From an optimization exercise on the open Yosys and OpenROAD flow, aimed at small area, a short achievable clock period and few clock cycles; shortcuts taken in it are not production practice.
Function was checked by simulation only, so behaviour that the tests miss may differ from the original.
Power and IR drop assume default switching activity.

$ cat flow/config.mk
export PLATFORM = sky130hd
export DESIGN_NAME = one_shot_periodic_timer_bank_top
export DESIGN_NICKNAME = one_shot_periodic_timer_bank_top
export VERILOG_FILES = /design/flow/design.v
export SDC_FILE = /design/flow/constraint.sdc
export NUM_CORES = 4
export LEC_CHECK = 0
export CAP_MARGIN = 20
export CORE_MARGIN = 2
export CORE_UTILIZATION = 60
export CTS_CLUSTER_SIZE = 22
export SLEW_MARGIN = 20
$ cat flow/constraint.sdc
create_clock -name core_clock -period 10.0 [get_ports {clk}]
set_input_delay 2.0000 -clock core_clock [delete_from_list [all_inputs] [get_ports {clk}]]
set_output_delay 2.0000 -clock core_clock [all_outputs]
set_load 0.01 [all_outputs]
$ cat flow/design.v
`default_nettype none
package tmrbank_pkg;
  localparam int OP_W   = 3;
  localparam int SLOT_W = 4;
  localparam int INT_W  = 31;
  localparam int EV_W   = 2;
  localparam int STS_W  = 2;
  localparam logic [OP_W-1:0] OP_TICK       = 3'd0;
  localparam logic [OP_W-1:0] OP_START_ONE  = 3'd1;
  localparam logic [OP_W-1:0] OP_START_PER  = 3'd2;
  localparam logic [OP_W-1:0] OP_RESTART    = 3'd3;
  localparam logic [OP_W-1:0] OP_CANCEL     = 3'd4;
  localparam logic [OP_W-1:0] OP_CANCEL_ALL = 3'd5;
  localparam logic [EV_W-1:0] EV_EXPIRED = 2'd0;
  localparam logic [EV_W-1:0] EV_CREATED = 2'd1;
  localparam logic [EV_W-1:0] EV_ACK     = 2'd2;
  localparam logic [STS_W-1:0] STS_OK       = 2'd0;
  localparam logic [STS_W-1:0] STS_FULL     = 2'd1;
  localparam logic [STS_W-1:0] STS_INACTIVE = 2'd2;
  localparam int MAX_RES = 16;
  localparam int CNT_W   = 5;
  localparam int QDEPTH = 2;
  localparam int QCNT_W = 2;
  typedef struct packed {
    logic [OP_W-1:0]   op;
    logic [SLOT_W-1:0] slot;
    logic              slot_ok;
    logic [INT_W-1:0]  interval;
  } cmd_t;
endpackage
`default_nettype wire
`default_nettype none
`default_nettype wire
`default_nettype none
`default_nettype wire
`default_nettype none
import tmrbank_pkg::*;
module one_shot_periodic_timer_bank_top #(
  parameter int SLOT_COUNT = 16,
  parameter int TIME_BITS  = 16
) (
  input  wire logic                           clk,
  input  wire logic                           rst_n,
  input  wire logic                           in_valid,
  output logic                                in_ready,
  input  wire logic [tmrbank_pkg::OP_W-1:0]   in_operation,
  input  wire logic [tmrbank_pkg::SLOT_W-1:0] in_slot,
  input  wire logic [tmrbank_pkg::INT_W-1:0]  in_interval_ms,
  output logic                                out_valid,
  input  wire logic                           out_ready,
  output logic [tmrbank_pkg::EV_W-1:0]        out_event_res,
  output logic [tmrbank_pkg::SLOT_W-1:0]      out_slot_id,
  output logic [tmrbank_pkg::STS_W-1:0]       out_status,
  output logic                                out_was_periodic,
  output logic                                out_last
);
  localparam int N  = 16;
  localparam int TW = 16;
  logic [N-1:0]  a_r, b_r;
  logic [TW-1:0] dl_r [N];    
  logic [TW-1:0] em_r [N];    
  logic [TW-1:0] c_r;         
  logic [N-1:0]  pm_r;        
  logic [N-1:0]  rl_r;        
  logic [N-1:0]  rb_r;        
  logic [TW-1:0] rb_e_r;      
  logic          rdy_r;
  logic          xv_r;
  logic [2:0]    xop_r;
  logic [3:0]    xslot_r;
  logic          xbig_r;       
  logic [TW-1:0] xlo_r;        
  logic          ov_r, sv_r;
  logic [9:0]    ob_r, sb_r;   
  function automatic logic [N-1:0] low_bit(input logic [N-1:0] m);
    logic [N-1:0] p;
    p = m;
    for (int s = 1; s < N; s = s * 2) p = p | (p << s);
    low_bit = m & ~(p << 1);
  endfunction
  function automatic logic [TW-1:0] ks_add(input logic [TW-1:0] a, input logic [TW-1:0] b);
    logic [TW-1:0] g, p, t;
    t = a ^ b;
    g = a & b;
    p = t;
    for (int s = 1; s < TW; s = s * 2) begin
      g = g | (p & (g << s));
      p = p & (p << s);
    end
    ks_add = t ^ (g << 1);
  endfunction
  function automatic logic [3:0] enc(input logic [N-1:0] oh);
    logic [3:0] r;
    r = '0;
    for (int i = 0; i < N; i++) if (oh[i]) r = r | 4'(i);
    enc = r;
  endfunction
  logic exec, o_free;
  assign exec   = xv_r && rdy_r;
  assign o_free = !ov_r || out_ready;
  logic is_tick, is_start, is_restart, is_cancel, is_cancel_all;
  assign is_tick       = exec && (xop_r == OP_TICK);
  assign is_start      = exec && ((xop_r == OP_START_ONE) || (xop_r == OP_START_PER));
  assign is_restart    = exec && (xop_r == OP_RESTART);
  assign is_cancel     = exec && (xop_r == OP_CANCEL);
  assign is_cancel_all = exec && (xop_r == OP_CANCEL_ALL);
  logic [TW-1:0] em_sel;
  always_comb begin
    em_sel = '0;
    for (int i = 0; i < N; i++) em_sel = em_sel | (em_r[i] & {TW{rl_r[i]}});
  end
  logic         rb_z;
  logic [N-1:0] hit;
  assign rb_z = (rb_e_r == '0);
  always_comb begin
    for (int i = 0; i < N; i++) begin
      if (rl_r[i])      hit[i] = a_r[i] && (em_r[i] == '0);
      else if (rb_r[i]) hit[i] = a_r[i] && rb_z;
      else              hit[i] = a_r[i] && (dl_r[i] == c_r);
    end
  end
  logic [N-1:0] h_low, p_low;
  logic [N-1:0] h_rest, p_rest;
  assign h_low  = low_bit(hit);
  assign h_rest = hit & ~h_low;
  assign p_low  = low_bit(pm_r);
  assign p_rest = pm_r & ~p_low;
  logic [N-1:0]  act, free_low;
  logic          full;
  logic [TW-1:0] iv_m1;
  assign act      = a_r | b_r;
  assign free_low = low_bit(~act);
  assign full     = &act;
  assign iv_m1    = (xlo_r == '0) ? '0 : xlo_r - TW'(1);
  logic [N-1:0] sl_oh;
  logic         sl_act;
  assign sl_oh  = N'(1) << xslot_r;
  assign sl_act = |(act & sl_oh);
  logic       x_beat;
  logic [9:0] x_b;
  always_comb begin
    x_beat = 1'b0;
    x_b    = {EV_EXPIRED, enc(h_low), STS_OK, |(h_low & b_r), (h_rest == '0)};
    unique case (xop_r)
      OP_TICK: begin
        x_beat = |hit;
      end
      OP_START_ONE, OP_START_PER: begin
        x_beat = 1'b1;
        x_b    = {EV_CREATED, full ? 4'd0 : enc(free_low), full ? STS_FULL : STS_OK, 1'b0, 1'b1};
      end
      OP_RESTART, OP_CANCEL: begin
        x_beat = 1'b1;
        x_b    = {EV_ACK, xslot_r, sl_act ? STS_OK : STS_INACTIVE, 1'b0, 1'b1};
      end
      OP_CANCEL_ALL: begin
        x_beat = 1'b1;
        x_b    = {EV_ACK, 4'd0, STS_OK, 1'b0, 1'b1};
      end
      default: ;
    endcase
    x_beat = x_beat && exec;
  end
  logic p_any, p_go;
  assign p_any = (pm_r != '0);
  assign p_go  = p_any && o_free && !sv_r;
  logic [9:0] nb;
  logic       nbv;
  always_comb begin
    if (sv_r) begin
      nb  = sb_r;
      nbv = 1'b1;
    end else if (p_any) begin
      nb  = {EV_EXPIRED, enc(p_low), STS_OK, |(p_low & b_r), (p_rest == '0)};
      nbv = 1'b1;
    end else begin
      nb  = x_b;
      nbv = x_beat;
    end
  end
  logic [N-1:0] pm_n;
  logic         pm_z_n, sv_n, xv_n;
  always_comb begin
    pm_n   = pm_r;
    pm_z_n = !p_any;
    if (is_tick) begin
      pm_n   = h_rest;
      pm_z_n = (h_rest == '0);
    end else if (p_go) begin
      pm_n   = p_rest;
      pm_z_n = (p_rest == '0);
    end
    sv_n = !o_free && (sv_r || x_beat);
    xv_n = rdy_r ? in_valid : xv_r;
  end
  always_ff @(posedge clk) begin
    if (!rst_n) begin
      a_r    <= '0;
      b_r    <= '0;
      c_r    <= TW'(1);
      pm_r   <= '0;
      rl_r   <= '0;
      rb_r   <= '0;
      rdy_r  <= 1'b1;
      xv_r   <= 1'b0;
      ov_r   <= 1'b0;
      sv_r   <= 1'b0;
    end else begin
      if (o_free) ov_r <= nbv;
      sv_r   <= sv_n;
      pm_r   <= pm_n;
      xv_r   <= xv_n;
      rdy_r  <= !xv_n || (pm_z_n && !sv_n);
      rb_r   <= rl_r;
      rl_r   <= p_go ? (p_low & b_r) :
                is_tick ? (h_low & b_r) :
                (is_start && !full) ? free_low :
                (is_restart && sl_act) ? sl_oh : '0;
      if (is_tick) begin
        c_r <= c_r + TW'(1);
        a_r <= a_r & ~(hit & ~b_r);
      end
      if (is_start && !full) begin
        a_r <= a_r | (free_low & {N{!xbig_r}});
        b_r <= (b_r & ~free_low) | (free_low & {N{xbig_r || (xop_r == OP_START_PER)}});
      end
      if (is_cancel) begin
        a_r <= a_r & ~sl_oh;
        b_r <= b_r & ~sl_oh;
      end
      if (is_cancel_all) begin
        a_r <= '0;
        b_r <= '0;
      end
    end
  end
  always_ff @(posedge clk) begin
    rb_e_r <= is_tick ? em_sel - TW'(1) : em_sel;
    if (o_free) ob_r <= nb;
    if (!o_free && x_beat) sb_r <= x_b;
    if (rdy_r) begin
      xop_r   <= in_operation;
      xslot_r <= in_slot;
      xbig_r  <= |in_interval_ms[INT_W-1:TW];
      xlo_r   <= in_interval_ms[TW-1:0];
    end
    for (int i = 0; i < N; i++) begin
      if (rb_r[i]) dl_r[i] <= ks_add(c_r, rb_e_r);
      if (is_start && !full && free_low[i]) em_r[i] <= iv_m1;
    end
  end
  assign in_ready         = rdy_r;
  assign out_valid        = ov_r;
  assign {out_event_res, out_slot_id, out_status, out_was_periodic, out_last} = ob_r;
endmodule
`default_nettype wire
$ cat flow/flow/run.sh
#!/bin/bash
# The standard layout (standard.sh: ORFS synthesis through finish, unchanged),
# with the timing repair after CTS and after global routing told to aim for
# SETUP_SLACK_MARGIN ns of setup slack, so it works toward a shorter period
# than the 10 ns clock. make's whole output goes to flow_make.log here; ORFS
# also keeps each step's log under orfs/logs.
set -euo pipefail
bash standard.sh SETUP_SLACK_MARGIN=6.5 finish > flow_make.log 2>&1
$ cat flow/standard.sh
#!/bin/bash
# synth_recipe.tcl (not shown) runs the flow's synth.tcl, then flattens the netlist and writes it again
# the make line also repeats each setting of config.mk as NAME=value (left out here)
make -C /OpenROAD-flow-scripts/flow DESIGN_CONFIG=/design/flow/config.mk WORK_HOME=/design/flow/orfs CLKGATE_MAP_FILE= SYNTH_SCRIPT=/design/flow/synth_recipe.tcl "${@:-finish}"
==> results_dict.tcl, run 1 <==
set metrics [dict create \
    period_needed_ps 3611 \
    cts_buffers 72 \
    syn_avg_cell_area_um2 12.50 \
    place_inst 3162 \
    max_freq_ghz 0.2769 \
    htreeDepth 3 \
    vdd_drop_max_mv 0.1583 \
    synth_ff_type "edfxtp_1" \
    synth_top_area_cell "edfxtp_1" \
    core_mm2 0.05109 \
    numPortBuffers 53 \
    max_slew_margin_pct 24.31 \
    clock_latency_ps 630 \
    grt_pass1_vias 22510 \
    dieArea_mm2 0.05337 \
    grt_max_degree 46 \
    cp-start-kind "flip-flop" \
    cellLeakagePower_nw 11.70 \
    crit_fanout 10 \
    place_area_mm2 0.03231 \
    synthArstFlopShare_pct 0 \
    yosysTopAreaCellShare_pct 53.99 \
    multiInputGateArea_mm2 0.01218 \
    final_area_mm2 0.03617 \
    place_hpwl_um 72370 \
    ys.warnings.count 3 \
    maxCapViolCount 0 \
    first_pass_iters 8 \
    status "complete, no violations" \
    tightestPinTransition_ps 1131 \
    power_mw 5.888 \
    synthTopCellsByArea "edfxtp_1 54%, dfxtp_1 7.4%, xnor2_1 6.6%, nor2_1 2.5%, a22oi_1 2.2%" \
    rows 83 \
    postSynthCellCount 2474 \
    viasPerCell 7.044 \
    grtUsageTotal_pct 40.13 \
    ys_seq_area_share_pct 61.44 \
    antenna_found_initial 1 \
    r2r_start "a_r[0]" \
    cts-root-buf "clkbuf_16" \
    cp.arrival_ps 3960 \
    power_density_mw_per_mm2 162.8 \
    gp_congestion 0.9755 \
    ys_types 102 \
    cts_sinks 671 \
    yosys-top-cells-count "556 x edfxtp_1, 232 x xnor2_1, 205 x nor2_1" \
    yosys_register_bits 671 \
    wl_per_cell_um 32.28 \
    synth_edf_count 556 \
    worstHoldStart "sb_r[9]" \
    cts_tree "done" \
    min_period_over_period_pct 36.11 \
    fin_tns_setup_ps 0 \
    critical_path.startpoint "a_r[0]" \
    rsz0062_at_grt "true" \
    maxSlewViolCount 0 \
    fin_nets 2658 \
    regArea_mm2 0.01905 \
    syn-num-nets 2535 \
    fill_cells 3595 \
    hold_class "reg2reg" \
    cts-hold-fix-buffers 0 \
    initial_utilization_pct 60.52 \
    crit_required_ps 10350 \
    drive_above_1_share_pct 15.93 \
    finalSetupViolCount 0 \
    cts_buffer_depth 3 \
    wl_um 107700 \
    final_cells 3337 \
    cp-end-kind "flip-flop" \
    fp.dieH_um 231.0 \
    grt_pass1_wl_um 153900 \
    vias 23510 \
    io_pins 54 \
    yosysMostFrequentCell "edfxtp_1" \
    first_iter_violations 3964 \
    hold_viol_final 0 \
    ant_nets 0 \
    syn_area_mm2 0.03092 \
    critPathKind "reg2reg" \
    grt_overflow 0 \
    drc 0 \
    clk_pin_slew_ps 60 \
    fin_skew_ps 24.07 \
    die_w_um 231.0 \
    syn_to_final_growth_pct 16.99 \
]
==> layout by cell type, fill, tap and decap left out, types with 16 or more instances in the layout <==
cell             instances
nand4_1                102
dfxtp_2                 24
a221oi_1                25
clkbuf_16               76
and4_1                  23
and3_1                  28
nor2_1                 187
nor3_1                  76
nor4_1                  31
nand3_1                 62
a22o_1                  23
a22oi_1                 92
dfxtp_1                 86
xnor2_1                222
nand2_1                 98
and2_1                  25
xor2_1                  73
inv_1                   37
clkbuf_1                16
edfxtp_1               556
o21ai_0                 50
nor3b_1                 16
clkdlybuf4s50_1         47
nor4b_2                 16
ha_1                    18
nor2_2                  18
buf_4                   84
nand3b_1                35
a31oi_1                 16
o22ai_1                 16
or4_1                   20
a21oi_1                 74
==> metrics by stage <==
stage          setup WS, ps  hold slack (ps)  utilization [%]
3_5_place_dp           5170            509.3            63.25
4_1_cts                6463            522.9            69.71
6_report               6389            521.8            70.80
2_1_floorplan          6541            478.9                -
3_3_place_gp           5428            495.0            63.19
5_1_grt                6448            546.4            70.80
==> where the power goes <==
group	leakage, nW	internal, mW	switching, mW	total (mW)
combinational	4.52	0.0641	0.127	0.191
clock	1.12	1.51	1.13	2.64
sequential	6.06	3.04	0.0151	3.06
total	11.7	4.62	1.27	5.89
==> area by class of cell <==
| cell class | instances | share of cell area [%] |
|---|---|---|
| sequential | 671 | 52.65 |
| inverter | 38 | 0.4012 |
| multi-input combinational | 1648 | 33.67 |
| clock buffer | 94 | 5.468 |
| tap | 680 | 2.352 |
| timing repair buffer | 166 | 4.479 |
| clock inverter | 39 | 0.9685 |
| antenna | 1 | 0.006918 |
==> critical path, cell delays in order (launching register included) <==
cell	delay [ps]
dfxtp_2	560
nor4b_4	370
nand4_1	290
o22ai_2	380
a41oi_4	140
buf_12	240
nor2_1	220
a31oi_1	80
a2111oi_1	500
nand4_1	260
a21oi_1	190
o21ai_0	90
==> final timing paths <==
path              depth (start not counted)       to  slack, ps
setup / recovery                         11  ob_r[1]       6390
hold / removal                            2  ob_r[9]        520
setup reg to reg                         11  ob_r[1]       6390
hold reg to reg                           2  ob_r[9]        520
==> logic make-up (layout without fill, tap and decap cells) <==
family                     after synthesis  count (layout)  synth area share, %
DFF                                    671             671                61.44
buffers and inverters                  155             337                2.800
AOI/OAI and AO/OA                      436             436                9.824
muxes                                    6               6               0.2064
other                                    0               1                    0
xor gates and xnor gates               308             308                8.724
and+or+nand+nor                        875             875                16.08
adders and majority gates               23              23               0.9226
==> state kept, by name (all words and copies together), names as in the netlist, named ones only <==
signal   flops
c_r         16
rl_r        16
xbig_r       1
sv_r         1
ob_r        10
ov_r         1
dl_r       256
xslot_r      4
xv_r         1
rb_r        16
rdy_r        1
xlo_r       16
pm_r        15
em_r       256
sb_r        10
rb_e_r      16
xop_r        3
a_r         16
==> routing by layer <==
metal | up-vias | GRT usage (%) | routed length, um
li1 | 9810 | - | -
met4 | 0 | 20.73 | 6600
met1 | 11440 | 55.20 | 39730
met2 | 1833 | 59.51 | 47020
met5 | - | 0 | 0
met3 | 421 | 9.929 | 14360
==> repair_timing <==
action	CTS	global route
gates resized for setup	135	95
buffers inserted	25	13
cloned	1	2
setup endpoints to repair	468	313
pin swaps	16	15
Testbench counts, summed over its fixed seeds: cycles 39,461.
==> inputs of run 2 (changes only) <==
--- a/flow/config.mk
+++ b/flow/config.mk
@@ -8,5 +8,6 @@
 export CAP_MARGIN = 20
 export CORE_MARGIN = 2
 export CORE_UTILIZATION = 60
-export CTS_CLUSTER_SIZE = 22
+export CTS_CLUSTER_DIAMETER = 100
+export CTS_CLUSTER_SIZE = 30
 export SLEW_MARGIN = 20
==> results_dict.tcl, run 2 <==
set metrics [dict create \
    period_needed_ps 3612 \
    crit_required_ps 10400 \
    syn_avg_cell_area_um2 12.50 \
    synthArstFlopShare_pct 0 \
    r2r-end "ob_r[1]" \
    wl_met2_um 47020 \
    fin_nets 2620 \
    fin_tns_setup_ps 0 \
    syn-num-nets 2535 \
    tightestPinTransition_ps 1111 \
    maxSlewViolCount 0 \
    p_clk_share_pct 30.9 \
    reg2reg_depth 13 \
    rows 83 \
    vdd_drop_max_mv 0.1447 \
    grt_max_degree 46 \
    final_cell_mix "556 x edfxtp_1, 219 x xnor2_1, 188 x nor2_1" \
    postSynthCellCount 2474 \
    max_slew_margin_pct 25.69 \
    synthTopCellsByArea "edfxtp_1 54%, dfxtp_1 7.4%, xnor2_1 6.6%, nor2_1 2.5%, a22oi_1 2.2%" \
    max_freq_ghz 0.2769 \
    reg.largest.list "dl_r (256), em_r (256)" \
    cp-end-kind "flip-flop" \
    cts_tree "done" \
    clock_latency_ps 650 \
    crit_fanout 18 \
    place_hpwl_um 72370 \
    hold_class "reg2reg" \
    ys.warnings.count 3 \
    cp.arrival_ps 4010 \
    cp_slowest_cell "a2111oi_1" \
    first_pass_iters 8 \
    maxCapViolCount 0 \
    yosysMostFrequentCell "edfxtp_1" \
    crit_cells 13 \
    syn_area_mm2 0.03092 \
    p_sw_share_pct 22.09 \
    viasPerCell 7.096 \
    finalSetupViolCount 0 \
    cellLeakagePower_nw 11.07 \
    htreeDepth 1 \
    antenna_found_initial 1 \
    p_comb_share_pct 4.0 \
    p_int_mw 3.654 \
    critical_path.startpoint "c_r[15]" \
    io_pins 54 \
    met3WireLength_um 13340 \
    fin_skew_ps 45.12 \
    r2r_start "c_r[15]" \
    cp-start-kind "flip-flop" \
    cts-root-buf "clkbuf_16" \
    grt_pass1_vias 21830 \
    fp.dieH_um 231.0 \
    critPathKind "reg2reg" \
    rsz0062_at_grt "true" \
    synth_top_area_cell "edfxtp_1" \
    yosys_register_bits 671 \
    hold_slack_ps 533.3 \
    cpLargestDelayFamily "compound AO/OA/AOI/OAI gates" \
    ys_seq_area_share_pct 61.44 \
    layout_commonest_cell "edfxtp_1" \
    crit_buf_inv 3 \
    cts_buffers 28 \
    drive_above_1_share_pct 14.10 \
    cts_sinks 671 \
    ant_nets 0 \
    min_period_over_period_pct 36.12 \
    cts-hold-fix-buffers 0 \
    wl_met1_um 40190 \
    fill_cells 3800 \
    clk_pin_slew_ps 120 \
    die_w_um 231.0 \
    worst_path_most_repeated_cell "buf_4" \
    highest-signal-layer "met5" \
    syn_to_final_growth_pct 12.56 \
    wl_per_cell_um 32.60 \
    ys_types 102 \
    gp_congestion 0.9755 \
    power_density_mw_per_mm2 134.7 \
    p_sw_mw 1.036 \
    core_mm2 0.05109 \
    vias 23150 \
    grt_overflow 0 \
    numPortBuffers 53 \
    crit_chain "buf_8 > xor2_2 > nand3b_1 > nor3_2 > a41oi_4 > buf_4 > buf_4 > nor2_1 > a31oi_1 > a2111oi_1 > nand4_1 > a21oi_1 > o21ai_0" \
    first_iter_violations 4046 \
    drc 0 \
    rrSetupSlack_ps 6390 \
    synth_edf_count 556 \
    synth_ff_type "edfxtp_1" \
    max_stage_delay_ps 500 \
    hold_viol_final 0 \
    status "complete, no violations" \
    initial_utilization_pct 60.52 \
    cts_buffer_depth 3 \
    seqPwrFrac_pct 65.1 \
    dieArea_mm2 0.05337 \
    yosysTopAreaCellShare_pct 53.99 \
    yosys-top-cells-count "556 x edfxtp_1, 232 x xnor2_1, 205 x nor2_1" \
    grt_pass1_wl_um 151400 \
    wl_um 106400 \
    crit_path_end "ob_r[1]" \
    grtUsageTotal_pct 39.30 \
]
run 2: cell counts after synthesis:
No cell type changed its count.
run 2: worst min-delay path by stage:
stage | from | to | slack (ps) | depth (start not counted)
after floorplan | flip-flop | rl_r[6] | 480 | 2
after global placement | sb_r[2] | ob_r[2] | 490 | 2
after detailed placement | sb_r[9] | ob_r[9] | 510 | 2
after CTS | sb_r[9] | ob_r[9] | 540 | 2
after global routing | sb_r[3] | ob_r[3] | 560 | 2
final | sb_r[9] | ob_r[9] | 530 | 2
run 2: final cells by class:
type / instances / area [um^2] / area share [%]
well taps: 680 / 850.8 / 2.444
clock buffers: 45 / 765.7 / 2.200
flip-flops and latches: 671 / 19050 / 54.74
diodes: 2 / 5.005 / 0.01438
inverters: 38 / 145.1 / 0.4170
repair buffers: 171 / 1669 / 4.795
multi-input cells: 1649 / 12210 / 35.09
clock inverters: 7 / 105.1 / 0.3020
run 2: power by group through the flow:
stage / Clock, mW / Combinational (mW) / Sequential [mW]
6_report: 1.45 / 0.189 / 3.05
3_5_place_dp: 0 / 0.167 / 3.12
2_1_floorplan: 0 / 0.0815 / 3.11
5_1_grt: 1.54 / 0.198 / 3.05
4_1_cts: 1.45 / 0.178 / 3.05
3_3_place_gp: 0 / 0.164 / 3.12
run 2: per-layer routing:
layer,vias up,global-route usage [%]
met5,-,0
met4,2,17.46
met3,329,7.616
met2,1790,58.93
met1,11360,56.10
li1,9676,-
run 2: cells by family (layout without fill, tap and decap cells):
logic type,count (synthesis),after routing,synth area share [%]
other,0,2,0
adders and majority gates,23,23,0.9226
xor gates and xnor gates,308,308,8.724
and+or+nand+nor,875,876,16.08
AOI/OAI and AO/OA,436,436,9.824
muxes,6,6,0.2064
buffers and inverters,155,261,2.800
DFF,671,671,61.44
run 2: worst register-to-register path, cell delays in order, from the launching register on:
cell	delay (ps)
dfxtp_1	370
buf_8	260
xor2_2	180
nand3b_1	200
nor3_2	310
a41oi_4	300
buf_4	250
buf_4	130
nor2_1	230
a31oi_1	80
a2111oi_1	500
nand4_1	280
a21oi_1	210
o21ai_0	90
run 2: repair_timing:
item | CTS | global route
pin swaps | 14 | 20
setup endpoints to repair | 495 | 336
gates resized for setup | 139 | 109
buffers inserted | 20 | 22
gates cloned | 2 | 2
run 2: per-stage QoR:
step,power (mW),cells,worst slack (ps),area [um^2],util (%)
after floorplan,3.193,2474,6541,30940,-
after global routing,4.792,3261,6444,34800,68.11
after CTS,4.677,3236,6481,34100,66.74
final,4.690,3263,6388,34810,68.12
after global placement,3.280,3162,5428,32290,63.19
after detailed placement,3.284,3162,5170,32310,63.25
==> inputs of run 3 (changes only) <==
--- a/flow/config.mk
+++ b/flow/config.mk
@@ -9,5 +9,5 @@
 export CORE_MARGIN = 2
 export CORE_UTILIZATION = 60
 export CTS_CLUSTER_DIAMETER = 100
-export CTS_CLUSTER_SIZE = 30
+export CTS_CLUSTER_SIZE = 25
 export SLEW_MARGIN = 20
==> results_dict.tcl, run 3 <==
set metrics [dict create \
    status "complete, no violations" \
    hold_slack_ps 534.9 \
    vdd_drop_max_mv 0.2132 \
    rrSetupSlack_ps 6440 \
    initial_utilization_pct 60.52 \
    period_needed_ps 3558 \
    fin_tns_setup_ps 0 \
    p_sw_share_pct 21.80 \
    grt_overflow 0 \
    gp_congestion 0.9755 \
    synth-simple-area-share_pct 16.08 \
    htreeDepth 1 \
    synth_top_area_cell "edfxtp_1" \
    whs_endpoint "ob_r[9]" \
    grt_pass1_wl_um 152000 \
    fp.dieH_um 231.0 \
    muxShareOfSynthArea_pct 0.2064 \
    clk_pin_slew_ps 110 \
    wl_um 106300 \
    cp_slowest_cell "a41oi_4" \
    final_cell_mix "556 x edfxtp_1, 219 x xnor2_1, 186 x nor2_1" \
    dieArea_mm2 0.05337 \
    synthTopCellsByArea "edfxtp_1 54%, dfxtp_1 7.4%, xnor2_1 6.6%, nor2_1 2.5%, a22oi_1 2.2%" \
    first_pass_iters 8 \
    p_comb_share_pct 4.0 \
    cp-start-kind "flip-flop" \
    cts_tree "done" \
    syn-num-nets 2535 \
    hold_path_depth 2 \
    synth_compound_area_share_pct 9.824 \
    yosysMostFrequentCell "edfxtp_1" \
    highest-signal-layer "met5" \
    r2r_start "c_r[8]" \
    grt_pass1_vias 22040 \
    clock_latency_ps 660 \
    syn_avg_cell_area_um2 12.50 \
    place_inst 3162 \
    crit_required_ps 10490 \
    tightestPinTransition_ps 1134 \
    power_density_mw_per_mm2 136.2 \
    min_period_over_period_pct 35.58 \
    yosysTopAreaCellShare_pct 53.99 \
    vias 23250 \
    die_w_um 231.0 \
    cts-hold-fix-buffers 0 \
    maxSlewViolCount 0 \
    cellLeakagePower_nw 11.12 \
    rsz0062_at_grt "true" \
    synth_ff_type "edfxtp_1" \
    rows 83 \
    wl_met2_um 46650 \
    max_slew_margin_pct 24.10 \
    r2r-end "ob_r[0]" \
    cts_buffer_depth 3 \
    power_mw 4.754 \
    seqPwrFrac_pct 64.2 \
    met3WireLength_um 13780 \
    cp.arrival_ps 4050 \
    syn_area_mm2 0.03092 \
    postSynthCellCount 2474 \
    final_cells 3274 \
    crit_cells 13 \
    grtUsageTotal_pct 39.45 \
    p_sw_mw 1.036 \
    drc 0 \
    grt_max_degree 46 \
    ys.warnings.count 3 \
    hold_viol_final 0 \
    ys_types 102 \
    viasPerCell 7.100 \
    reg.largest.list "dl_r (256), em_r (256)" \
    antenna_cells 0 \
    max_stage_delay_ps 460 \
    first_iter_violations 3947 \
    drive_above_1_share_pct 13.92 \
    cts_sinks 671 \
    fin_skew_ps 30.44 \
    ant_nets 0 \
    critPathKind "reg2reg" \
    numPortBuffers 53 \
    max_freq_ghz 0.2810 \
    cp-end-kind "flip-flop" \
    cts_buffers 31 \
    final_core_util_pct 68.31 \
    p_int_mw 3.718 \
    syn_to_final_growth_pct 12.88 \
    crit_buf_inv 3 \
    fin_nets 2630 \
    crit_fanout 20 \
    core_mm2 0.05109 \
    hold_class "reg2reg" \
    cts-root-buf "clkbuf_16" \
    maxCapViolCount 0 \
    synthArstFlopShare_pct 0 \
    worstHoldStart "sb_r[9]" \
    wl_per_cell_um 32.46 \
    place_hpwl_um 72370 \
    wl_met1_um 39530 \
    io_pins 54 \
    p_clk_share_pct 31.8 \
    finalSetupViolCount 0 \
    yosys-top-cells-count "556 x edfxtp_1, 232 x xnor2_1, 205 x nor2_1" \
    synth_top_family_by_area "simple AND/OR/NAND/NOR gates" \
    layout_commonest_cell "edfxtp_1" \
    crit_chain "buf_12 > xor2_2 > nand4bb_1 > nor3_2 > a41oi_4 > buf_4 > nand4_4 > buf_4 > o31ai_1 > o2111ai_2 > o21ai_1 > mux2i_1 > o21ai_1" \
    yosys_register_bits 671 \
    ys_seq_area_share_pct 61.44 \
    antenna_found_initial 1 \
    synthXorXnorAreaFrac_pct 8.724 \
    reg2reg_depth 13 \
    cpLargestDelayFamily "compound AO/OA/AOI/OAI gates" \
    synthAdderAreaFrac_pct 0.9226 \
    synth_edf_count 556 \
]
## run 3: what timing repair did
| item | 4_1_cts | 5_1_grt |
|---|---|---|
| buffers inserted | 25 | 27 |
| setup endpoints to repair | 493 | 343 |
| pin swaps | 16 | 20 |
| resized for setup | 136 | 97 |
| cloned | 2 | 0 |
## run 3: final cells by class
| type | instances | area [um^2] |
|---|---|---|
| Inverter | 38 | 145.1 |
| Multi-Input combinational cell | 1649 | 12210 |
| Tap cell | 680 | 850.8 |
| Timing Repair Buffer | 178 | 1719 |
| Clock buffer | 55 | 890.9 |
| Clock inverter | 3 | 46.29 |
| Fill cell | 3758 | 16190 |
| Sequential cell | 671 | 19040 |
## run 3: worst max path at each step
stage	from	to	slack (ps)
6_report	c_r[8]	ob_r[0]	6440
5_1_grt	c_r[8]	ob_r[0]	6370
4_1_cts	rl_r[9]	ob_r[7]	6470
3_5_place_dp	c_r[2]	dl_r[2][15]	5170
3_3_place_gp	c_r[2]	dl_r[2][15]	5430
2_1_floorplan	flip-flop	rl_r[12]	6540
## run 3: worst reg2reg max path, cell delays in order, from the launching register on
cell       delay [ps]
dfxtp_1           380
buf_12            240
xor2_2            260
nand4bb_1         180
nor3_2             80
a41oi_4           460
buf_4             220
nand4_4           180
buf_4             220
o31ai_1           310
o2111ai_2         280
o21ai_1           270
mux2i_1           120
o21ai_1           190
## run 3: logic make-up after synthesis
kind of cell | after synthesis
compound gates | 436
fa+ha+maj | 23
buf+inv | 155
xor+xnor | 308
flops | 671
simple gates | 875
mux | 6
## run 3: power by group through the flow
| stage | combinational [mW] | sequential (mW) | clock (mW) |
|---|---|---|---|
| 3_5_place_dp | 0.167 | 3.12 | 0 |
| 6_report | 0.190 | 3.05 | 1.51 |
| 5_1_grt | 0.198 | 3.05 | 1.61 |
| 4_1_cts | 0.179 | 3.05 | 1.51 |
| 2_1_floorplan | 0.0815 | 3.11 | 0 |
| 3_3_place_gp | 0.164 | 3.12 | 0 |
## run 3: layer usage
metal | track usage (%) | vias up
li1 | - | 9701
met1 | 55.65 | 11340
met2 | 59.18 | 1828
met3 | 8.132 | 371
met4 | 18.27 | 2
met5 | 0 | -
## run 3: through the flow
stage | instance area [um^2] | worst slack (ps)
6_report | 34900 | 6442
5_1_grt | 34900 | 6368
2_1_floorplan | 30940 | 6541
4_1_cts | 34180 | 6470
3_3_place_gp | 32290 | 5428
3_5_place_dp | 32310 | 5170
==> inputs of run 4 (changes only) <==
--- a/flow/flow/run.sh
+++ b/flow/flow/run.sh
@@ -5,4 +5,4 @@
 # than the 10 ns clock. make's whole output goes to flow_make.log here; ORFS
 # also keeps each step's log under orfs/logs.
 set -euo pipefail
-bash standard.sh SETUP_SLACK_MARGIN=6.5 finish > flow_make.log 2>&1
+bash standard.sh SETUP_SLACK_MARGIN=7 finish > flow_make.log 2>&1
--- a/flow/config.mk
+++ b/flow/config.mk
@@ -8,6 +8,4 @@
 export CAP_MARGIN = 20
 export CORE_MARGIN = 2
 export CORE_UTILIZATION = 60
-export CTS_CLUSTER_DIAMETER = 100
-export CTS_CLUSTER_SIZE = 25
 export SLEW_MARGIN = 20
==> results_dict.tcl, run 4 <==
set metrics [dict create \
    status "complete, no violations" \
    syn_avg_cell_area_um2 12.50 \
    fin_tns_setup_ps 0 \
    final_cells 3526 \
    min_period_over_period_pct 35.01 \
    drc 0 \
    cp-end-kind "flip-flop" \
    core_mm2 0.05109 \
    htreeDepth 3 \
    max_slew_margin_pct 22.63 \
    clk_pin_slew_ps 60 \
    synthAdderAreaFrac_pct 0.9226 \
    cp_slowest_cell "a2111oi_1" \
    cts_tree "done" \
    layout_commonest_cell "edfxtp_1" \
    postSynthCellCount 2474 \
    synthTopCellsByArea "edfxtp_1 54%, dfxtp_1 7.4%, xnor2_1 6.6%, nor2_1 2.5%, a22oi_1 2.2%" \
    cts_buffer_depth 3 \
    drive_above_1_share_pct 27.14 \
    dieArea_mm2 0.05337 \
    antenna_found_initial 5 \
    r2r-end "sb_r[1]" \
    cpLargestDelayFamily "compound AO/OA/AOI/OAI gates" \
    synth_top_area_cell "edfxtp_1" \
    power_density_mw_per_mm2 150.9 \
    crit_required_ps 10500 \
    syn_area_mm2 0.03092 \
    synthXorXnorAreaFrac_pct 8.724 \
    numPortBuffers 53 \
    multiInputGateArea_mm2 0.01327 \
    r2r_start "em_r[8][9]" \
    final_area_mm2 0.03941 \
    hold_viol_final 0 \
    tightestPinTransition_ps 1158 \
    rows 83 \
    reg2reg_depth 11 \
    fin_nets 2848 \
    yosys_register_bits 671 \
    yosysTopAreaCellShare_pct 53.99 \
    synth_edf_count 556 \
    crit_buf_inv 2 \
    first_pass_iters 7 \
    initial_utilization_pct 60.52 \
    max_stage_delay_ps 600 \
    whs_endpoint "ob_r[9]" \
    viasPerCell 7.178 \
    critPathKind "reg2reg" \
    fp.dieH_um 231.0 \
    gp_congestion 1.028 \
    syn-num-nets 2535 \
    hold_path_depth 2 \
    wl_per_cell_um 33.51 \
    seqPwrFrac_pct 51.3 \
    hold_slack_ps 533.6 \
    fill_cells 3082 \
    final_core_util_pct 77.14 \
    hold_class "reg2reg" \
    cp.arrival_ps 4000 \
    p_clk_share_pct 44.8 \
    final_cell_mix "556 x edfxtp_1, 212 x xnor2_1, 211 x buf_4" \
    grt_overflow 0 \
    fin_ws_ps 6499 \
    reg.largest.list "dl_r (256), em_r (256)" \
    worstHoldStart "sb_r[9]" \
    ys_seq_area_share_pct 61.44 \
    p_sw_share_pct 21.97 \
    crit_fanout 6 \
    ant_nets 0 \
    place_inst 3168 \
    maxCapViolCount 0 \
    period_needed_ps 3501 \
    regArea_mm2 0.01917 \
    cellLeakagePower_nw 13.16 \
    yosysMostFrequentCell "edfxtp_1" \
    cts-hold-fix-buffers 0 \
    rsz0062_at_grt "true" \
    yosys-top-cells-count "556 x edfxtp_1, 232 x xnor2_1, 205 x nor2_1" \
    ys_types 102 \
    p_int_mw 4.640 \
    vdd_drop_max_mv 0.1833 \
    ys.warnings.count 3 \
    synth_top_family_by_area "simple AND/OR/NAND/NOR gates" \
    synth-simple-area-share_pct 16.08 \
    max_freq_ghz 0.2856 \
    place_area_mm2 0.03236 \
    first_iter_violations 4458 \
    p_comb_share_pct 3.9 \
    fin_skew_ps 29.38 \
    power_mw 5.946 \
    synth_compound_area_share_pct 9.824 \
    syn_to_final_growth_pct 27.46 \
    crit_chain "nor4_4 > nand4_1 > o32ai_2 > buf_4 > a41o_1 > nand3_1 > a2111oi_1 > a2111oi_2 > nand4_1 > buf_4 > and2_4" \
    clock_latency_ps 640 \
    vias 25310 \
    muxShareOfSynthArea_pct 0.2064 \
    die_w_um 231.0 \
    io_pins 54 \
    rrSetupSlack_ps 6500 \
    wl_um 118100 \
    maxSlewViolCount 0 \
    synthArstFlopShare_pct 0 \
    place_hpwl_um 71770 \
    cts_sinks 671 \
    grt_max_degree 45 \
    grt_pass1_vias 23640 \
    grt_pass1_wl_um 164300 \
    p_sw_mw 1.307 \
    cts-root-buf "clkbuf_16" \
    cts_buffers 71 \
    cp-start-kind "flip-flop" \
    synth_ff_type "edfxtp_1" \
    grtUsageTotal_pct 43.23 \
    post-place-ws_ps 5611 \
    finalSetupViolCount 0 \
]
-- run 4: worst max-delay path by stage --
stage	start	endpoint	cells past startpoint
global placement	c_r[1]	dl_r[5][15]	12
detailed placement	c_r[1]	dl_r[5][15]	12
floorplan	rdy_r	rl_r[6]	6
finish	em_r[8][9]	sb_r[1]	11
CTS	rdy_r	in_ready	2
global route	c_r[1]	ob_r[1]	13
-- run 4: timing repair --
action | in CTS | in global routing
resized for setup | 493 | 111
endpoints found under the hold margin | 0 | 0
endpoints found under the setup margin | 780 | 230
gates cloned | 16 | 3
setup buffers | 138 | 69
pin swaps | 103 | 57
-- run 4: layer usage --
layer	track usage, %	up-vias	wire length (um)
li1	-	10190	-
met3	12.01	534	17820
met2	63.41	2401	51120
met5	0	-	42
met1	58.12	12180	41060
met4	24.98	4	8091
-- run 4: final cells by class --
cell class	instances	area share (%)
antenna	2	0.01270
clock buffer	85	4.720
clock inverter	45	1.152
inverter	38	0.3619
multi-input combinational	1652	33.67
sequential	671	48.64
tap	680	2.159
timing repair buffer	353	9.282
-- run 4: kinds of logic after synthesis --
family / Yosys count
AND/OR/NAND/NOR: 875
flip-flops: 671
AO/OA/AOI/OAI: 436
XOR/XNOR: 308
buffers and inverters: 155
adder cells (fa/ha/maj): 23
multiplexers: 6
-- run 4: worst register-to-register path, cell delays in order (launching register included) --
cell and delay, ps:
edfxtp_1 450, nor4_4 390, nand4_1 430, o32ai_2 280, buf_4 170, a41o_1 310, nand3_1 130, a2111oi_1 600
a2111oi_2 130, nand4_1 240, buf_4 140, and2_4 120
-- run 4: power groups by stage --
stage	clock, mW	combinational, mW	sequential (mW)
floorplan	0	0.0824	3.11
global placement	0	0.165	3.12
detailed placement	0	0.168	3.12
CTS	2.66	0.206	3.05
global route	2.77	0.237	3.05
finish	2.67	0.231	3.05
==> inputs of run 5 (changes only) <==
--- a/flow/flow/run.sh
+++ b/flow/flow/run.sh
@@ -5,4 +5,4 @@
 # than the 10 ns clock. make's whole output goes to flow_make.log here; ORFS
 # also keeps each step's log under orfs/logs.
 set -euo pipefail
-bash standard.sh SETUP_SLACK_MARGIN=7 finish > flow_make.log 2>&1
+bash standard.sh SETUP_SLACK_MARGIN=6 finish > flow_make.log 2>&1
--- a/flow/config.mk
+++ b/flow/config.mk
@@ -8,4 +8,6 @@
 export CAP_MARGIN = 20
 export CORE_MARGIN = 2
 export CORE_UTILIZATION = 60
+export CTS_CLUSTER_DIAMETER = 100
+export CTS_CLUSTER_SIZE = 30
 export SLEW_MARGIN = 20
==> results_dict.tcl, run 5 <==
set metrics [dict create \
    ant_nets 0 \
    htreeDepth 1 \
    antenna_cells 0 \
    cts_buffers 28 \
    ys.warnings.count 3 \
    core_mm2 0.05109 \
    syn_to_final_growth_pct 8.525 \
    first_pass_iters 6 \
    yosysTopAreaCellShare_pct 53.99 \
    cp-end-kind "flip-flop" \
    postSynthCellCount 2474 \
    cp.arrival_ps 4400 \
    numPortBuffers 53 \
    fin_nets 2581 \
    fin_tns_setup_ps 0 \
    wl_per_cell_um 32.08 \
    wl_um 103400 \
    hold_class "reg2reg" \
    synth_top_area_cell "edfxtp_1" \
    grt_pass1_wl_um 149100 \
    final_cell_mix "556 x edfxtp_1, 222 x xnor2_1, 195 x nor2_1" \
    power_density_mw_per_mm2 140.2 \
    syn_area_mm2 0.03092 \
    ys_seq_area_share_pct 61.44 \
    max_slew_margin_pct 23.75 \
    cts_tree "done" \
    grt_overflow 0 \
    dieArea_mm2 0.05337 \
    yosysMostFrequentCell "edfxtp_1" \
    clock_latency_ps 650 \
    gp_congestion 1.003 \
    drive_above_1_share_pct 8.655 \
    ys_types 102 \
    cts-root-buf "clkbuf_16" \
    synthTopCellsByArea "edfxtp_1 54%, dfxtp_1 7.4%, xnor2_1 6.6%, nor2_1 2.5%, a22oi_1 2.2%" \
    cts-hold-fix-buffers 0 \
    rsz0062_at_grt "true" \
    vdd_drop_max_mv 0.1526 \
    hold_viol_final 0 \
    place_hpwl_um 72050 \
    syn_avg_cell_area_um2 12.50 \
    cp-start-kind "flip-flop" \
    grtUsageTotal_pct 38.47 \
    synth_ff_type "edfxtp_1" \
    io_pins 54 \
    critPathKind "reg2reg" \
    layout_commonest_cell "edfxtp_1" \
    vias 22860 \
    first_iter_violations 3871 \
    crit_required_ps 10390 \
    crit_fanout 9 \
    synth_edf_count 556 \
    fp.dieH_um 231.0 \
    status "complete, no violations" \
    tightestPinTransition_ps 1140 \
    max_freq_ghz 0.2494 \
    rows 83 \
    period_needed_ps 4010 \
    cts_sinks 671 \
    initial_utilization_pct 60.52 \
    cts_buffer_depth 3 \
    cellLeakagePower_nw 10.59 \
    syn-num-nets 2535 \
    hold_slack_ps 538.5 \
    viasPerCell 7.095 \
    fin_skew_ps 46.82 \
    maxCapViolCount 0 \
    reg.largest.list "dl_r (256), em_r (256)" \
    grt_pass1_vias 21930 \
    finalSetupViolCount 0 \
    antenna_found_initial 3 \
    yosys-top-cells-count "556 x edfxtp_1, 232 x xnor2_1, 205 x nor2_1" \
    synthArstFlopShare_pct 0 \
    drc 0 \
    yosys_register_bits 671 \
    clk_pin_slew_ps 120 \
    min_period_over_period_pct 40.10 \
    maxSlewViolCount 0 \
    die_w_um 231.0 \
    grt_max_degree 46 \
]
run 5: cells by family after synthesis:
kind of cell	synth area share, %
multiplexers	0.2064
AO/OA/AOI/OAI	9.824
flip-flops	61.44
adder cells (fa/ha/maj)	0.9226
buffers and inverters	2.800
AND/OR/NAND/NOR	16.08
XOR/XNOR	8.724
run 5: critical path, cell delays in order (launching register included):
cell and delay, ps:
dfxtp_1 650, nor4b_1 460, nand4_1 390, o22ai_2 540
a41oi_2 210, nand2_1 350, nor3_4 110, a311oi_1 350
o21ai_1 190, a2bb2oi_2 200, o31a_1 290
run 5: area by class of cell:
cell class,count,area [um^2]
clock inverters,5,112.6
well taps,680,850.8
clock buffers,47,792.0
multi-input cells,1648,11480
repair buffers,133,1171
inverters,38,142.6
fillers,3861,17540
flip-flops and latches,671,19010
run 5: metal layers:
metal  part of all wire, %  track usage, %
met1                    38           54.19
met2                    44           58.95
met3                    12           6.828
met4                   5.8           17.16
met5                     0               0
run 5: path summary, 6_finish.rpt:
path	from	endpoint	slack, ps	depth (start not counted)
setup / recovery	a_r[9]	ob_r[7]	5990	10
hold / removal	sb_r[2]	ob_r[2]	540	2
setup reg to reg	a_r[9]	ob_r[7]	5990	10
hold reg to reg	sb_r[2]	ob_r[2]	540	2
run 5: timing repair:
item                       4_1_cts  5_1_grt
buffers inserted                 0        5
setup endpoints to repair      100      158
pin swaps                        0        3
resized for setup               22       22
run 5: where the power goes:
part	switching, mW	internal (mW)	leakage (nW)	total, mW
Clock	0.902	0.571	0.426	1.47
Sequential	0.0153	3.04	6.05	3.05
Combinational	0.121	0.0580	4.12	0.179
run 5: metrics by stage:
stage	cell area, um^2	utilization (%)	setup WS (ps)	cells	power (mW)
2_1_floorplan	30930	-	6120	2474	3.193
3_3_place_gp	32310	63.24	5686	3163	3.287
3_5_place_dp	32360	63.34	5600	3165	3.290
4_1_cts	33380	65.33	6006	3217	4.695
5_1_grt	33560	65.68	5953	3222	4.800
6_report	33560	65.68	5990	3222	4.706
==> inputs of run 6 (changes only) <==
--- a/flow/design.v
+++ b/flow/design.v
@@ -60,6 +60,9 @@
   logic [TW-1:0] dl_r [N];    
   logic [TW-1:0] em_r [N];    
   logic [TW-1:0] c_r;         
+  logic [N-1:0]  mt_r;        
+  logic [N-1:0]  fr_r;        
+  logic          fu_r;        
   logic [N-1:0]  pm_r;        
   logic [N-1:0]  rl_r;        
   logic [N-1:0]  rb_r;        
@@ -69,7 +72,7 @@
   logic [2:0]    xop_r;
   logic [3:0]    xslot_r;
   logic          xbig_r;       
-  logic [TW-1:0] xlo_r;        
+  logic [TW-1:0] xeff_r;       
   logic          ov_r, sv_r;
   logic [9:0]    ob_r, sb_r;   
   function automatic logic [N-1:0] low_bit(input logic [N-1:0] m);
@@ -114,9 +117,9 @@
   assign rb_z = (rb_e_r == '0);
   always_comb begin
     for (int i = 0; i < N; i++) begin
-      if (rl_r[i])      hit[i] = a_r[i] && (em_r[i] == '0);
+      if (rl_r[i])      hit[i] = a_r[i] && (em_r[i] == TW'(1));
       else if (rb_r[i]) hit[i] = a_r[i] && rb_z;
-      else              hit[i] = a_r[i] && (dl_r[i] == c_r);
+      else              hit[i] = a_r[i] && mt_r[i];
     end
   end
   logic [N-1:0] h_low, p_low;
@@ -127,15 +130,26 @@
   assign p_rest = pm_r & ~p_low;
   logic [N-1:0]  act, free_low;
   logic          full;
-  logic [TW-1:0] iv_m1;
   assign act      = a_r | b_r;
-  assign free_low = low_bit(~act);
-  assign full     = &act;
-  assign iv_m1    = (xlo_r == '0) ? '0 : xlo_r - TW'(1);
+  assign free_low = fr_r;
+  assign full     = fu_r;
   logic [N-1:0] sl_oh;
   logic         sl_act;
   assign sl_oh  = N'(1) << xslot_r;
   assign sl_act = |(act & sl_oh);
+  logic [N-1:0] a_clr, b_clr;
+  assign a_clr = ((hit & ~b_r) & {N{is_tick}}) | (sl_oh & {N{is_cancel}}) | {N{is_cancel_all}};
+  assign b_clr = (sl_oh & {N{is_cancel}}) | {N{is_cancel_all}} | (free_low & {N{is_start}});
+  logic [N-1:0] a_n, b_n;
+  assign a_n = (a_r & ~a_clr) | (free_low & {N{is_start && !full && !xbig_r}});
+  assign b_n = (b_r & ~b_clr) | (free_low & {N{is_start && !full && (xbig_r || (xop_r == OP_START_PER))}});
+  logic [TW-1:0] c_n;
+  logic [N-1:0]  mt_n;
+  assign c_n = is_tick ? c_r + TW'(1) : c_r;
+  always_comb begin
+    for (int i = 0; i < N; i++)
+      mt_n[i] = rb_r[i] ? (rb_e_r == TW'(is_tick)) : (dl_r[i] == c_n);
+  end
   logic       x_beat;
   logic [9:0] x_b;
   always_comb begin
@@ -197,6 +211,8 @@
     if (!rst_n) begin
       a_r    <= '0;
       b_r    <= '0;
+      fr_r   <= N'(1);
+      fu_r   <= 1'b0;
       c_r    <= TW'(1);
       pm_r   <= '0;
       rl_r   <= '0;
@@ -212,41 +228,31 @@
       xv_r   <= xv_n;
       rdy_r  <= !xv_n || (pm_z_n && !sv_n);
       rb_r   <= rl_r;
-      rl_r   <= p_go ? (p_low & b_r) :
-                is_tick ? (h_low & b_r) :
-                (is_start && !full) ? free_low :
-                (is_restart && sl_act) ? sl_oh : '0;
-      if (is_tick) begin
-        c_r <= c_r + TW'(1);
-        a_r <= a_r & ~(hit & ~b_r);
-      end
-      if (is_start && !full) begin
-        a_r <= a_r | (free_low & {N{!xbig_r}});
-        b_r <= (b_r & ~free_low) | (free_low & {N{xbig_r || (xop_r == OP_START_PER)}});
-      end
-      if (is_cancel) begin
-        a_r <= a_r & ~sl_oh;
-        b_r <= b_r & ~sl_oh;
-      end
-      if (is_cancel_all) begin
-        a_r <= '0;
-        b_r <= '0;
-      end
+      rl_r   <= ((p_low & b_r) & {N{p_go}}) |
+                ((h_low & b_r) & {N{is_tick}}) |
+                (free_low & {N{is_start && !full}}) |
+                (sl_oh & {N{is_restart && sl_act}});
+      c_r    <= c_n;
+      a_r    <= a_n;
+      b_r    <= b_n;
+      fr_r   <= low_bit(~(a_n | b_n));
+      fu_r   <= &(a_n | b_n);
     end
   end
   always_ff @(posedge clk) begin
-    rb_e_r <= is_tick ? em_sel - TW'(1) : em_sel;
+    rb_e_r <= em_sel - (is_tick ? TW'(2) : TW'(1));
+    mt_r   <= mt_n;
     if (o_free) ob_r <= nb;
     if (!o_free && x_beat) sb_r <= x_b;
     if (rdy_r) begin
       xop_r   <= in_operation;
       xslot_r <= in_slot;
       xbig_r  <= |in_interval_ms[INT_W-1:TW];
-      xlo_r   <= in_interval_ms[TW-1:0];
+      xeff_r  <= {in_interval_ms[TW-1:1], in_interval_ms[0] || (in_interval_ms[TW-1:0] == '0)};
     end
     for (int i = 0; i < N; i++) begin
       if (rb_r[i]) dl_r[i] <= ks_add(c_r, rb_e_r);
-      if (is_start && !full && free_low[i]) em_r[i] <= iv_m1;
+      if (is_start && !full && free_low[i]) em_r[i] <= xeff_r;
     end
   end
   assign in_ready         = rdy_r;
--- a/flow/flow/run.sh
+++ b/flow/flow/run.sh
@@ -5,4 +5,4 @@
 # than the 10 ns clock. make's whole output goes to flow_make.log here; ORFS
 # also keeps each step's log under orfs/logs.
 set -euo pipefail
-bash standard.sh SETUP_SLACK_MARGIN=6 finish > flow_make.log 2>&1
+bash standard.sh SETUP_SLACK_MARGIN=6.5 finish > flow_make.log 2>&1
--- a/flow/config.mk
+++ b/flow/config.mk
@@ -9,5 +9,5 @@
 export CORE_MARGIN = 2
 export CORE_UTILIZATION = 60
 export CTS_CLUSTER_DIAMETER = 100
-export CTS_CLUSTER_SIZE = 30
+export CTS_CLUSTER_SIZE = 25
 export SLEW_MARGIN = 20
==> results_dict.tcl, run 6 <==
set metrics [dict create \
    status "complete, no violations" \
    vias 21610 \
    cts_tree "done" \
    tightestPinTransition_ps 1196 \
    ant_nets 0 \
    numPortBuffers 53 \
    layout_commonest_cell "edfxtp_1" \
    yosys-top-cells-count "556 x edfxtp_1, 173 x xor2_1, 148 x dfxtp_1" \
    rsz0062_at_grt "true" \
    grt_max_degree 53 \
    hold_class "reg2reg" \
    place_hpwl_um 64300 \
    reg2reg_depth 9 \
    first_pass_iters 6 \
    grtUsageTotal_pct 34.89 \
    final_cell_mix "556 x edfxtp_1, 168 x xor2_1, 143 x dfxtp_1" \
    period_needed_ps 3577 \
    fp.dieH_um 229.7 \
    rows 82 \
    initial_utilization_pct 60.80 \
    critical_path.startpoint "em_r[3][1]" \
    power_density_mw_per_mm2 152.3 \
    rrSetupSlack_ps 6420 \
    r2r_start "em_r[3][1]" \
    final_area_mm2 0.03420 \
    clock_latency_ps 610 \
    synthArstFlopShare_pct 0 \
    synth_ff_type "edfxtp_1" \
    grt_pass1_vias 20630 \
    synth_top_area_cell "edfxtp_1" \
    vdd_drop_max_mv 0.1625 \
    cp-end-kind "flip-flop" \
    wl_um 93480 \
    maxCapViolCount 0 \
    reg.largest.list "dl_r (256), em_r (256)" \
    crit_fanout 5 \
    gp_congestion 1.055 \
    clk_pin_slew_ps 100 \
    yosys_register_bits 704 \
    viasPerCell 6.806 \
    ys_types 87 \
    grt_overflow 0 \
    yosysMostFrequentCell "edfxtp_1" \
    syn_to_final_growth_pct 11.89 \
    io_pins 54 \
    core_mm2 0.05027 \
    critPathKind "reg2reg" \
    hold_slack_ps 556.7 \
    syn-num-nets 2445 \
    crit_path_end "ob_r[1]" \
    cellLeakagePower_nw 10.91 \
    max_slew_margin_pct 20.26 \
    drive_above_1_share_pct 12.11 \
    wl_per_cell_um 29.44 \
    hold_viol_final 0 \
    grt_pass1_wl_um 134800 \
    fin_ws_ps 6423 \
    yosysTopAreaCellShare_pct 54.62 \
    final_cells 3175 \
    max_freq_ghz 0.2795 \
    syn_area_mm2 0.03057 \
    finalSetupViolCount 0 \
    first_iter_violations 3155 \
    cp.arrival_ps 3920 \
    fin_tns_setup_ps 0 \
    cts_buffer_depth 3 \
    place_area_mm2 0.03221 \
    cts_sinks 704 \
    ys.warnings.count 3 \
    fin_nets 2540 \
    fin_skew_ps 42.90 \
    final_core_util_pct 68.03 \
    antenna_found_initial 1 \
    post-place-ws_ps 5480 \
    postSynthCellCount 2383 \
    min_period_over_period_pct 35.77 \
    dieArea_mm2 0.05276 \
    r2r-end "ob_r[1]" \
    cts_buffers 34 \
    ys_seq_area_share_pct 64.32 \
    drc 0 \
    power_mw 5.207 \
    die_w_um 229.7 \
    cp-start-kind "flip-flop" \
    cts-root-buf "clkbuf_16" \
    synth_edf_count 556 \
    crit_required_ps 10350 \
    place_inst 3073 \
    maxSlewViolCount 0 \
    syn_avg_cell_area_um2 12.83 \
    cts-hold-fix-buffers 0 \
    synthTopCellsByArea "edfxtp_1 55%, dfxtp_1 9.7%, xor2_1 5.0%, xnor2_1 3.6%, a22oi_1 2.1%" \
    htreeDepth 2 \
]
## run 6: how the worst min path moves through the flow
stage	start	to	slack (ps)	cells after the start
final	sb_r[2]	ob_r[2]	560	2
after detailed placement	sb_r[9]	ob_r[9]	520	2
after floorplan	fr_r[0]	rl_r[0]	480	2
after global routing	sb_r[9]	ob_r[9]	570	2
after CTS	sb_r[9]	ob_r[9]	550	2
after global placement	sb_r[2]	ob_r[2]	520	2
## run 6: kinds of logic after synthesis
logic type	count (synthesis)	share of synthesized area, %
buf+inv	142	1.842
mux	2	0.07777
simple gates	760	13.28
compound gates	455	10.98
xor+xnor	298	8.564
fa+ha+maj	22	0.9333
flops	704	64.32
## run 6: report_power, final
group,internal (mW),total (mW),switching [mW],leakage (nW)
registers,3.25,3.29,0.0341,6.25
logic,0.0967,0.295,0.198,4.17
clock network,0.688,1.62,0.935,0.486
## run 6: critical path: stages, from the launching register on
cell	delay (ps)
edfxtp_1	410
nor4b_1	820
nand4_1	210
a21bo_2	320
o22a_2	270
and4_4	220
and4_4	170
or4_4	520
o311ai_4	270
a31oi_1	110
## run 6: per-layer routing
metal | track usage [%] | share of wire [%] | up-vias
met3 | 7.019 | 11 | 249
met2 | 55.97 | 47 | 1383
li1 | - | - | 9339
met1 | 47.68 | 38 | 10640
met5 | 0 | 0 | -
met4 | 12.64 | 4.3 | 0
## run 6: timing repair
| item | in CTS | in global routing |
|---|---|---|
| hold endpoints to repair | 0 | 0 |
| setup endpoints to repair | 114 | 90 |
| gates cloned | 1 | 0 |
| setup buffers | 27 | 12 |
| pin swaps | 11 | 12 |
| gates resized for setup | 59 | 65 |
## run 6: final cells by class
type | count | area [um^2]
fill | 3642 | 16070
timing repair buffer | 164 | 1470
inverter | 36 | 135.1
tap | 672 | 840.8
clock inverter | 4 | 86.33
sequential | 704 | 19670
antenna | 1 | 2.502
multi-input combinational | 1538 | 11060
clock buffer | 56 | 933.4
Testbench counts of run 6, summed over its fixed seeds: cycles 39,461.
==> inputs of run 7 (changes only) <==
--- a/flow/design.v
+++ b/flow/design.v
@@ -59,6 +59,7 @@
   logic [N-1:0]  a_r, b_r;
   logic [TW-1:0] dl_r [N];    
   logic [TW-1:0] em_r [N];    
+  logic [N-1:0]  ez_r;        
   logic [TW-1:0] c_r;         
   logic [N-1:0]  mt_r;        
   logic [N-1:0]  fr_r;        
@@ -117,7 +118,7 @@
   assign rb_z = (rb_e_r == '0);
   always_comb begin
     for (int i = 0; i < N; i++) begin
-      if (rl_r[i])      hit[i] = a_r[i] && (em_r[i] == TW'(1));
+      if (rl_r[i])      hit[i] = a_r[i] && ez_r[i];
       else if (rb_r[i]) hit[i] = a_r[i] && rb_z;
       else              hit[i] = a_r[i] && mt_r[i];
     end
@@ -252,7 +253,10 @@
     end
     for (int i = 0; i < N; i++) begin
       if (rb_r[i]) dl_r[i] <= ks_add(c_r, rb_e_r);
-      if (is_start && !full && free_low[i]) em_r[i] <= xeff_r;
+      if (is_start && !full && free_low[i]) begin
+        em_r[i] <= xeff_r;
+        ez_r[i] <= (xeff_r == TW'(1));
+      end
     end
   end
   assign in_ready         = rdy_r;
==> results_dict.tcl, run 7 <==
set metrics [dict create \
    status "complete, no violations" \
    initial_utilization_pct 60.36 \
    ant_nets 0 \
    first_iter_violations 2228 \
    vdd_drop_max_mv 0.1767 \
    grtUsageTotal_pct 33.95 \
    post-place-ws_ps 5116 \
    cts_sinks 720 \
    wl_um 89820 \
    fin_ws_ps 6498 \
    max_freq_ghz 0.2856 \
    yosysTopAreaCellShare_pct 55.81 \
    fill_cells 3679 \
    cellLeakagePower_nw 11.21 \
    crit_chain "buf_6 > nor4bb_1 > a31oi_1 > o31a_2 > nand4_1 > or4_4 > o21a_1 > a211oi_2 > a21oi_1 > o31ai_1" \
    numPortBuffers 53 \
    rows 83 \
    synth_top_area_cell "edfxtp_1" \
    fin_skew_ps 31.52 \
    dieArea_mm2 0.05312 \
    syn_avg_cell_area_um2 13.41 \
    core_mm2 0.05099 \
    grt_max_degree 67 \
    finalSetupViolCount 0 \
    wl_per_cell_um 28.83 \
    layout_commonest_cell "edfxtp_1" \
    ys_types 101 \
    multiInputGateArea_mm2 0.01048 \
    grt_overflow 0 \
    maxSlewViolCount 0 \
    fp.dieH_um 230.5 \
    hold_viol_final 0 \
    min_period_over_period_pct 35.02 \
    reg.largest.list "dl_r (256), em_r (256)" \
    cp.arrival_ps 3890 \
    ys.warnings.count 3 \
    grt_pass1_vias 19740 \
    yosys_register_bits 720 \
    power_mw 5.356 \
    vias 20440 \
    cp_slowest_cell "or4_4" \
    ys_seq_area_share_pct 65.44 \
    tightestPinTransition_ps 1032 \
    cts_buffer_depth 3 \
    final_core_util_pct 67.37 \
    syn_area_mm2 0.03078 \
    io_pins 54 \
    postSynthCellCount 2295 \
    grt_pass1_wl_um 131100 \
    cts_buffers 36 \
    maxCapViolCount 0 \
    fin_nets 2468 \
    place_hpwl_um 56940 \
    clock_latency_ps 610 \
    synthTopCellsByArea "edfxtp_1 56%, dfxtp_1 9.6%, xnor2_1 5.9%, xor2_1 2.2%, a22oi_1 2.0%" \
    hold_class "reg2reg" \
    yosysMostFrequentCell "edfxtp_1" \
    yosys-top-cells-count "572 x edfxtp_1, 208 x xnor2_1, 148 x dfxtp_1" \
    first_pass_iters 5 \
    clk_pin_slew_ps 100 \
    synthArstFlopShare_pct 0 \
    cts-hold-fix-buffers 0 \
    gp_congestion 0.9705 \
    antenna_found_initial 1 \
    cp-start-kind "flip-flop" \
    die_w_um 230.5 \
    syn_to_final_growth_pct 11.63 \
    rsz0062_at_grt "true" \
    regArea_mm2 0.02015 \
    syn-num-nets 2357 \
    max_stage_delay_ps 630 \
    synth_edf_count 572 \
    drive_above_1_share_pct 11.30 \
    viasPerCell 6.561 \
    period_needed_ps 3502 \
    critPathKind "reg2reg" \
    max_slew_margin_pct 30.85 \
    cts_tree "done" \
    power_density_mw_per_mm2 155.9 \
    final_cell_mix "572 x edfxtp_1, 204 x xnor2_1, 145 x dfxtp_1" \
    crit_required_ps 10390 \
    synth_ff_type "edfxtp_1" \
    crit_fanout 21 \
    drc 0 \
    htreeDepth 2 \
    fin_tns_setup_ps 0 \
    cts-root-buf "clkbuf_16" \
    cp-end-kind "flip-flop" \
]
## run 7: changes by cell type after synthesis, sizes merged, moves of 18 or more
cell / previous run / this run
xnor2: 125 / 213
nor3: 79 / 59
nand3: 59 / 77
nand4: 95 / 50
xor2: 173 / 84
## run 7: worst max-delay path: cells and delay by family (launching register included)
family / cells / cell delay, ps
AOI/OAI and AO/OA: 6 / 1680
buffers and inverters: 1 / 290
and+or+nand+nor: 3 / 990
DFF: 1 / 340
## run 7: final timing paths
check,startpoint,to,slack [ps],cells after the start
setup / recovery,rl_r[6],ob_r[0],6500,10
hold reg to reg,sb_r[8],ob_r[8],550,2
hold / removal,sb_r[8],ob_r[8],550,2
setup reg to reg,rl_r[6],ob_r[0],6500,10
## run 7: cells by family after synthesis
kind of cell               count (synthesis)  synth area share [%]
adders and majority gates                 25                 1.025
buffers and inverters                    130                 2.195
xor gates and xnor gates                 297                 8.696
muxes                                      1               0.03253
DFF                                      720                 65.44
and+or+nand+nor                          674                 11.83
AOI/OAI and AO/OA                        448                 10.78
## run 7: power by group
group	internal [mW]	switching, mW
clock	0.709	0.965
combinational	0.102	0.219
sequential	3.33	0.0331
## run 7: what timing repair did
item | 4_1_cts | 5_1_grt
resized for setup | 60 | 32
hold endpoints to repair | 0 | 0
gates cloned | 3 | 1
setup endpoints to repair | 109 | 97
setup buffers | 22 | 19
pin swaps | 11 | 4
## run 7: final cells by class
class                   instances  area share, %
well taps                     680          2.477
clock inverters                 7         0.3424
repair inverters                1        0.03278
clock buffers                  59          2.874
multi-input cells            1447          30.51
repair buffers                169          4.706
diodes                          1       0.007284
flip-flops and latches        720          58.64
inverters                      31         0.4152
## run 7: metrics by stage
| stage | hold slack (ps) | instances | area, um^2 |
|---|---|---|---|
| 2_1_floorplan | 483.5 | 2295 | 30780 |
| 4_1_cts | 544.1 | 3094 | 34010 |
| 3_3_place_gp | 518.2 | 3003 | 32300 |
| 6_report | 547.0 | 3115 | 34350 |
| 3_5_place_dp | 519.6 | 3003 | 32300 |
| 5_1_grt | 563.1 | 3114 | 34350 |
## run 7: metal layers
metal | GRT usage (%) | vias to the layer above | share of wire (%)
li1 | - | 8998 | -
met4 | 11.31 | 0 | 3.5
met5 | 0 | - | 0
met3 | 5.126 | 166 | 8.4
met2 | 56.11 | 1000 | 48
met1 | 46.47 | 10270 | 40
Testbench counts of run 7, summed over its fixed seeds: cycles 39,461.

-- static timing again, ports no longer ideal --
No port has a modelled driver above. Below, the same layouts with a new extraction and two added sets of constraints. Step 1: set_driving_cell puts a clkbuf_16 on clk and a buf_2 on each other input, an assumption about the parent block. Step 2 adds t to the input delays and takes it off the output delays; t is the mean of the earliest and latest rising clock arrival at the registers after step 1. Input paths then give back, and output paths get back, about the clock's delay inside the block. Three values: no drivers, after step 1, after step 2; two values: the first two.
run | t (ns) | setup slack, ns | slew at the worst register clock pin (ns)
run 1 | 0.679 | 6.389 / 6.389 / 5.924 | 0.06 / 0.06
run 2 | 0.689 | 6.388 / 6.388 / 5.950 | 0.12 / 0.12
run 3 | 0.712 | 6.442 / 6.442 / 5.941 | 0.11 / 0.11
run 4 | 0.691 | 6.499 / 6.499 / 6.409 | 0.07 / 0.07
run 5 | 0.691 | 5.990 / 5.990 / 5.608 | 0.12 / 0.12
run 6 | 0.646 | 6.423 / 6.423 / 5.994 | 0.11 / 0.11
run 7 | 0.661 | 6.498 / 6.472 / 5.990 | 0.10 / 0.10
After both steps setup and hold are still met in every run listed. For run 7, which loses most, drivers alone change the setup slack by -0.026 ns; drivers and shift together by -0.508 ns.
